Background: an optimization exercise with open tools, aiming at small area. Do not read the settings as production practice. In this exercise RTL edits were held to simulation tests only and were not proved equivalent to the original. No activity file was given, so power comes from the tool's default toggle rates.

== sierra ==
==> flow/design.v <==
`default_nettype none
package srcPkg;
    localparam int InstrWidth   = 32;   
    localparam int RegCount     = 16;
    localparam int RegAddrWidth = 4;    
    localparam int ImmWidth     = 19;   
    localparam int OpcodeWidth  = 5;
    localparam logic [OpcodeWidth-1:0] OpAdd  = 5'd3;
    localparam logic [OpcodeWidth-1:0] OpSub  = 5'd4;
    localparam logic [OpcodeWidth-1:0] OpAnd  = 5'd5;
    localparam logic [OpcodeWidth-1:0] OpOr   = 5'd6;
    localparam logic [OpcodeWidth-1:0] OpShr  = 5'd7;
    localparam logic [OpcodeWidth-1:0] OpShra = 5'd8;
    localparam logic [OpcodeWidth-1:0] OpShl  = 5'd9;
    localparam logic [OpcodeWidth-1:0] OpRor  = 5'd10;
    localparam logic [OpcodeWidth-1:0] OpRol  = 5'd11;
    localparam logic [OpcodeWidth-1:0] OpAddi = 5'd12;
    localparam logic [OpcodeWidth-1:0] OpAndi = 5'd13;
    localparam logic [OpcodeWidth-1:0] OpOri  = 5'd14;
    localparam logic [OpcodeWidth-1:0] OpNeg    = 5'd17;   
    localparam logic [OpcodeWidth-1:0] OpNot    = 5'd18;
    localparam logic [OpcodeWidth-1:0] OpBranch = 5'd19;   
    typedef enum logic [3:0] {
        AluAdd, AluSub, AluAnd, AluOr,
        AluShr, AluShra, AluShl, AluRor, AluRol,
        AluNeg, AluNot,
        AluBranch,   
        AluNone      
    } AluOp;
    typedef enum logic [1:0] {
        CondZero    = 2'd0,
        CondNonzero = 2'd1,
        CondMinus   = 2'd2,
        CondPlus    = 2'd3
    } CondCode;
    typedef struct packed {
        AluOp                    aluOp;
        logic [RegAddrWidth-1:0] destReg;
        logic [InstrWidth-1:0]   opA;       
        logic [InstrWidth-1:0]   opB;       
        CondCode                 cond;
        logic                    writes;
        logic                    illegal;
    } DecodedOp;
    typedef struct packed {
        logic [InstrWidth-1:0]   value;
        logic [RegAddrWidth-1:0] destReg;
        logic                    writes;
        logic                    branchTaken;
        logic                    illegal;
    } ExecResult;
endpackage
`default_nettype wire
`default_nettype none
module srcCore (
    input  logic                            Clock,
    input  logic                            rstN,
    input  logic                            req,
    input  logic [srcPkg::InstrWidth-1:0]   instr,
    output logic                            ack,
    output logic [srcPkg::InstrWidth-1:0]   result,
    output logic [srcPkg::RegAddrWidth-1:0] resultReg,
    output logic                            wrote,
    output logic                            branchTaken,
    output logic                            illegal
);
    logic [4:0] op;
    logic [3:0] ra, rb, rc;
    assign op = instr[31:27];
    assign ra = instr[26:23];
    assign rb = instr[22:19];
    assign rc = instr[18:15];
    logic isAdd, isSub, isAnd, isOr, isShr, isShra, isShl, isRor, isRol;
    logic isAddi, isAndi, isOri, isNeg, isNot, isBr;
    assign isAdd  = (op == 5'd3);
    assign isSub  = (op == 5'd4);
    assign isAnd  = (op == 5'd5);
    assign isOr   = (op == 5'd6);
    assign isShr  = (op == 5'd7);
    assign isShra = (op == 5'd8);
    assign isShl  = (op == 5'd9);
    assign isRor  = (op == 5'd10);
    assign isRol  = (op == 5'd11);
    assign isAddi = (op == 5'd12);
    assign isAndi = (op == 5'd13);
    assign isOri  = (op == 5'd14);
    assign isNeg  = (op == 5'd17);
    assign isNot  = (op == 5'd18);
    assign isBr   = (op == 5'd19);
    logic isShift, isImm, writes, isIll, shLeft;
    assign isShift = isShr | isShra | isShl | isRor | isRol;
    assign isImm   = isAddi | isAndi | isOri;
    assign writes  = (op >= 5'd3 && op <= 5'd14) | isNeg | isNot;
    assign isIll   = !(writes | isBr);
    assign shLeft  = isShl | isRol;
    logic [2:0] phase;
    logic       clr;           
    logic       inPass;        
    logic       ld;            
    logic       rot2;          
    logic       loadDone;      
    logic [4:0] rotL;          
    logic       sgn;           
    logic       carry;
    logic       nz;            
    logic [3:0] x [8];         
    logic [3:0] prev;          
    logic [3:0] ring [16][8];
    logic run, passCyc, passEnd, loading, lastLoad;
    logic [2:0] rotG;
    logic [1:0] rotB;
    assign rotG     = rotL[4:2];
    assign rotB     = rotL[1:0];
    assign run      = req && !ack;
    assign passCyc  = run && (inPass || (phase == 3'd0 && (!isShift || loadDone)));
    assign passEnd  = passCyc && (phase == 3'd7);
    assign loading  = run && isShift && !loadDone && (ld || phase == 3'd0);
    assign lastLoad = loading && rot2 && (phase == ~rotG);
    logic [3:0] addrA;
    logic [3:0] dataA, dataB;
    assign addrA = isBr ? ra : rb;
    for (genvar i = 0; i < 4; i++) begin : rdLane
        logic [15:0] col;
        for (genvar r = 0; r < 16; r++) begin : c
            assign col[r] = ring[r][0][i];
        end
        mux16 muxA (.s(addrA), .d(col), .y(dataA[i]));
        mux16 muxB (.s(rc),    .d(col), .y(dataB[i]));
    end
    logic [7:0] window;
    logic [3:0] rotOut, shOut, below;
    logic       gLess, gEq, fillLeft, fillRight, fillVal;
    assign window    = {x[0], prev};
    assign gLess     = (!phase[2] & rotG[2]) |
                       ((phase[2] == rotG[2]) & ((!phase[1] & rotG[1]) |
                                                 ((phase[1] == rotG[1]) & !phase[0] & rotG[0])));
    assign gEq       = phase == rotG;
    assign fillLeft  = isShl;
    assign fillRight = (isShr | isShra) & (rotL != 5'd0);
    assign fillVal   = isShra & sgn;
    always_comb begin
        for (int i = 0; i < 4; i++) begin
            rotOut[i] = window[4 + i - rotB];
            below[i]  = gLess | (gEq & (2'(i) < rotB));
            if ((fillLeft & below[i]) | (fillRight & !below[i])) shOut[i] = fillVal;
            else                                               shOut[i] = rotOut[i];
        end
    end
    logic [3:0] amtLo;
    logic [3:0] negB;
    always_comb begin
        logic z;   
        z = 1'b1;
        for (int i = 0; i < 4; i++) begin
            negB[i] = dataB[i] ^ !z;
            z       = z & !dataB[i];
        end
    end
    assign amtLo = shLeft ? dataB : negB;
    logic [18:0] imm;
    logic [3:0]  immG, opB, addA, addB, logicOut, resG;
    logic        cin;
    logic [4:0]  sum;
    assign imm = instr[18:0];
    always_comb begin
        case (phase)
            3'd0:    immG = imm[3:0];
            3'd1:    immG = imm[7:4];
            3'd2:    immG = imm[11:8];
            3'd3:    immG = imm[15:12];
            3'd4:    immG = {imm[18], imm[18:16]};
            default: immG = {4{imm[18]}};
        endcase
    end
    assign opB = isImm ? immG : dataB;
    assign addA = isNeg ? ~dataA : dataA;
    assign addB = isNeg ? 4'd0 : (isSub ? ~opB : opB);
    assign cin  = (phase == 3'd0) ? (isSub | isNeg) : carry;
    always_comb begin
        logic c;
        c = cin;
        for (int i = 0; i < 4; i++) begin
            sum[i] = addA[i] ^ addB[i] ^ c;
            c      = (addA[i] & addB[i]) | (c & (addA[i] ^ addB[i]));
        end
        sum[4] = c;
    end
    always_comb begin
        if (isAnd | isAndi)    logicOut = dataA & opB;
        else if (isOr | isOri) logicOut = dataA | opB;
        else                   logicOut = ~dataA;
    end
    always_comb begin
        if (isAdd | isAddi | isSub | isNeg) resG = sum[3:0];
        else if (isShift)                   resG = shOut;
        else if (writes)                    resG = logicOut;
        else                                resG = 4'd0;   
    end
    logic anyA, brCond;
    assign anyA = ((phase != 3'd0) && nz) | (|dataA);
    always_comb begin
        case (instr[20:19])
            2'd0:    brCond = !anyA;
            2'd1:    brCond = anyA;
            2'd2:    brCond = dataA[3];
            default: brCond = !dataA[3];
        endcase
    end
    always_ff @(posedge Clock) begin
        if (!rstN) begin
            phase    <= 3'd0;
            clr      <= 1'b1;
            ack      <= 1'b0;
            inPass   <= 1'b0;
            ld       <= 1'b0;
            rot2     <= 1'b0;
            loadDone <= 1'b0;
        end else begin
            phase <= {phase[2] ^ (phase[1] & phase[0]), phase[1] ^ phase[0], !phase[0]};
            if (phase == 3'd7) clr <= 1'b0;
            if (passEnd) ack <= 1'b1;
            else if (!req) ack <= 1'b0;
            inPass   <= passCyc && !passEnd;
            ld       <= loading && !lastLoad;
            rot2     <= loading && !lastLoad && (rot2 || phase == 3'd7);
            loadDone <= run && (loadDone || lastLoad);
        end
    end
    always_ff @(posedge Clock) begin
        if (loading) begin
            if (phase == 3'd0) rotL[3:0] <= amtLo;
            if (phase == 3'd1) rotL[4]   <= shLeft ? dataB[0] : (!dataB[0] ^ (rotL[3:0] == 4'd0));
            if (phase == 3'd7) sgn       <= dataA[3];
        end
        carry <= sum[4];
        nz    <= anyA;
        if (loading || passCyc) begin
            for (int k = 0; k < 7; k++) x[k] <= x[k + 1];
            x[7] <= loading ? dataA : resG;
            prev <= x[0];
        end
        if (passEnd) begin
            resultReg   <= ra;
            wrote       <= writes;
            illegal     <= isIll;
            branchTaken <= isBr & brCond;
        end
    end
    logic [3:0] wdata;
    logic [3:0] ringIn [16];
    assign wdata = resG;
    for (genvar r = 0; r < 16; r++) begin : wr
        logic we, keep;
        assign we   = passCyc && writes && ra == 4'(r);
        assign keep = !we && !clr;   
        aoMux4 m (.s(we), .sn(keep), .a(wdata), .b(ring[r][0]), .y(ringIn[r]));
    end
    always_ff @(posedge Clock) begin
        for (int r = 0; r < 16; r++) begin
            for (int k = 0; k < 7; k++) ring[r][k] <= ring[r][k + 1];
            ring[r][7] <= ringIn[r];
        end
    end
    always_comb begin
        for (int k = 0; k < 8; k++) result[4*k +: 4] = x[k];
    end
endmodule
module mux16 (
    input  logic [3:0]  s,
    input  logic [15:0] d,
    output logic        y
);
    logic [3:0] m;
    for (genvar j = 0; j < 4; j++) begin : l1
        mux4 u (.s(s[1:0]), .d(d[4*j +: 4]), .y(m[j]));
    end
    mux4 u2 (.s(s[3:2]), .d(m), .y(y));
endmodule
module mux4 (
    input  logic [1:0] s,
    input  logic [3:0] d,
    output logic       y
);
    assign y = d[s];
endmodule
module aoMux4 (
    input  logic       s,
    input  logic       sn,
    input  logic [3:0] a,
    input  logic [3:0] b,
    output logic [3:0] y
);
    assign y = ({4{s}} & a) | ({4{sn}} & b);
endmodule
`default_nettype wire
export LEC_CHECK = 0
export ABC_AREA = 0
export CAP_MARGIN = 20
export CORE_MARGIN = 2
export CORE_UTILIZATION = 60
export CTS_BUF_LIST = sky130_fd_sc_hd__clkbuf_8
export CTS_CLUSTER_DIAMETER = 60
export CTS_CLUSTER_SIZE = 20
export SLEW_MARGIN = 20
export SYNTH_HIERARCHICAL = 1
export SYNTH_MINIMUM_KEEP_SIZE = 0
create_clock -name core_clock -period 8.0 [get_ports {Clock}]
standard.sh (not shown) runs the stock make flow with config.mk's settings and CLKGATE_MAP_FILE= SYNTH_SCRIPT=/design/flow/synth_recipe.tcl, a recipe that flattens the netlist after the stock synthesis.
==> flow/flow/run.sh <==
#!/bin/bash
# Standard layout, with buf_1 as the port buffer cell.
set -e
export BUFFER_PORTS_ARGS="-buffer_cell sky130_fd_sc_hd__buf_1"
bash standard.sh > standard.log 2>&1
For juniper, these inputs were changed with respect to sierra:
--- a/flow/design.v
+++ b/flow/design.v
@@ -86,10 +86,11 @@
     assign isOri  = (op == 5'd14);
     assign isNeg  = (op == 5'd17);
     assign isNot  = (op == 5'd18);
     assign isBr   = (op == 5'd19);
-    logic isShift, isImm, writes, isIll, shLeft;
+    logic isShift, isBin, isImm, writes, isIll, shLeft;
     assign isShift = isShr | isShra | isShl | isRor | isRol;
+    assign isBin   = isAdd | isSub | isAnd | isOr;
     assign isImm   = isAddi | isAndi | isOri;
     assign writes  = (op >= 5'd3 && op <= 5'd14) | isNeg | isNot;
     assign isIll   = !(writes | isBr);
     assign shLeft  = isShl | isRol;
@@ -105,33 +106,39 @@
     logic       nz;            
     logic [3:0] x [8];         
     logic [3:0] prev;          
     logic [3:0] ring [16][8];
-    logic run, passCyc, passEnd, loading, lastLoad;
-    logic [2:0] rotG;
+    logic run, passCyc, passEnd, loading, lastLoad, needLoad, rightMode, readRc;
+    logic [2:0] rotG, stopPh;
     logic [1:0] rotB;
     assign rotG     = rotL[4:2];
     assign rotB     = rotL[1:0];
     assign run      = req && !ack;
-    assign passCyc  = run && (inPass || (phase == 3'd0 && (!isShift || loadDone)));
-    assign passEnd  = passCyc && (phase == 3'd7);
-    assign loading  = run && isShift && !loadDone && (ld || phase == 3'd0);
-    assign lastLoad = loading && rot2 && (phase == ~rotG);
+    assign needLoad  = isShift | isBin;
+    assign passCyc   = run && (inPass || (phase == 3'd0 && (!needLoad || loadDone)));
+    assign passEnd   = passCyc && (phase == 3'd7);
+    assign loading   = run && needLoad && !loadDone && (ld || phase == 3'd0);
+    assign rightMode = (rotG == 3'd7);
+    assign stopPh    = rightMode ? 3'd7 : ~rotG;
+    assign lastLoad  = loading && (isBin ? (phase == 3'd7) : (rot2 && phase == stopPh));
+    assign readRc    = loading && (isBin || (!rot2 && phase[2:1] == 2'd0));
     logic [3:0] addrA;
-    logic [3:0] dataA, dataB;
-    assign addrA = isBr ? ra : rb;
+    logic [3:0] dataA;
+    assign addrA = isBr ? ra : (readRc ? rc : rb);
     for (genvar i = 0; i < 4; i++) begin : rdLane
         logic [15:0] col;
         for (genvar r = 0; r < 16; r++) begin : c
             assign col[r] = ring[r][0][i];
         end
         mux16 muxA (.s(addrA), .d(col), .y(dataA[i]));
-        mux16 muxB (.s(rc),    .d(col), .y(dataB[i]));
     end
     logic [7:0] window;
     logic [3:0] rotOut, shOut, below;
     logic       gLess, gEq, fillLeft, fillRight, fillVal;
-    assign window    = {x[0], prev};
+    logic [3:0] prevEff, nextEff;
+    assign prevEff   = (phase == 3'd0) ? x[7] : prev;    
+    assign nextEff   = (phase == 3'd7) ? prev : x[1];    
+    assign window    = rightMode ? {nextEff, x[0]} : {x[0], prevEff};
     assign gLess     = (!phase[2] & rotG[2]) |
                        ((phase[2] == rotG[2]) & ((!phase[1] & rotG[1]) |
                                                  ((phase[1] == rotG[1]) & !phase[0] & rotG[0])));
     assign gEq       = phase == rotG;
@@ -151,13 +158,13 @@
     always_comb begin
         logic z;   
         z = 1'b1;
         for (int i = 0; i < 4; i++) begin
-            negB[i] = dataB[i] ^ !z;
-            z       = z & !dataB[i];
-        end
-    end
-    assign amtLo = shLeft ? dataB : negB;
+            negB[i] = dataA[i] ^ !z;
+            z       = z & !dataA[i];
+        end
+    end
+    assign amtLo = shLeft ? dataA : negB;
     logic [18:0] imm;
     logic [3:0]  immG, opB, addA, addB, logicOut, resG;
     logic        cin;
     logic [4:0]  sum;
@@ -171,9 +178,9 @@
             3'd4:    immG = {imm[18], imm[18:16]};
             default: immG = {4{imm[18]}};
         endcase
     end
-    assign opB = isImm ? immG : dataB;
+    assign opB = isImm ? immG : x[0];
     assign addA = isNeg ? ~dataA : dataA;
     assign addB = isNeg ? 4'd0 : (isSub ? ~opB : opB);
     assign cin  = (phase == 3'd0) ? (isSub | isNeg) : carry;
     always_comb begin
@@ -226,19 +233,19 @@
             loadDone <= run && (loadDone || lastLoad);
         end
     end
     always_ff @(posedge Clock) begin
-        if (loading) begin
+        if (loading && !rot2) begin
             if (phase == 3'd0) rotL[3:0] <= amtLo;
-            if (phase == 3'd1) rotL[4]   <= shLeft ? dataB[0] : (!dataB[0] ^ (rotL[3:0] == 4'd0));
+            if (phase == 3'd1) rotL[4]   <= shLeft ? dataA[0] : (!dataA[0] ^ (rotL[3:0] == 4'd0));
             if (phase == 3'd7) sgn       <= dataA[3];
         end
         carry <= sum[4];
         nz    <= anyA;
         if (loading || passCyc) begin
             for (int k = 0; k < 7; k++) x[k] <= x[k + 1];
             x[7] <= loading ? dataA : resG;
-            prev <= x[0];
+            if (!(rightMode && isShift && passCyc) || phase == 3'd0) prev <= x[0];
         end
         if (passEnd) begin
             resultReg   <= ra;
             wrote       <= writes;
==> summary.txt <==
- juniper | stages: all done | timing, DRC, antenna: all pass
- Number of ordinary and repair buffers in the finished layout in juniper is 2 higher than in sierra
- sierra has a lower highest cell delay on the worst timing path than juniper.
- The fraction of cell area in non-clock buffers on sierra is in line with that on juniper.
- Min slew at the pin with the worst max-slew slack across sierra and juniper: sierra
- Taking sierra as the reference, in juniper synthesized area -about 1.1%; achievable frequency shrank by 5.3%; final wirelength climbed about 0.37%; power after layout went up by about 0.65%.
- Count of clock-buffer cells in the layout went down by a few percent going from sierra to juniper.
- Synthesized cell count (juniper over sierra): increase, 35
- Going from sierra to juniper, critical path depth grows by 5.
- In juniper the setup slack turned out 0.39 ns lower than in sierra.
- juniper vs sierra on initial cell density of the core: juniper is the lower one.

==> re-timing with driven ports <==
How much do the figures lean on ideal ports? The routed layouts below were timed once more, with nothing changed but the port constraints.
Step 1 sets driving cells, clkbuf_16 on the clock port and buf_2 on the other inputs (assumed; they add their load-dependent delay and slew).
Step 2 times the ports against the registers' clock, not the clock port: input delays grow and output delays shrink by t, the midpoint of the rising clock arrivals with the driver on.
a / b / c = ideal / step 1 / step 2; a / b = the first two.
run | t (ns) | slack for setup (ns) | hold slack, ns | cell pins on the clock port's net
sierra | 0.603 | 1.040 / 1.064 / 0.461 | 0.330 / 0.330 / 0.330 | 1
juniper | 0.604 | 0.649 / 0.669 / 0.065 | 0.321 / 0.321 / 0.321 | 1
After both steps every run listed still meets setup and hold. For juniper, which loses most, drivers alone change the setup slack by +0.020 ns; drivers and shift together by -0.584 ns.
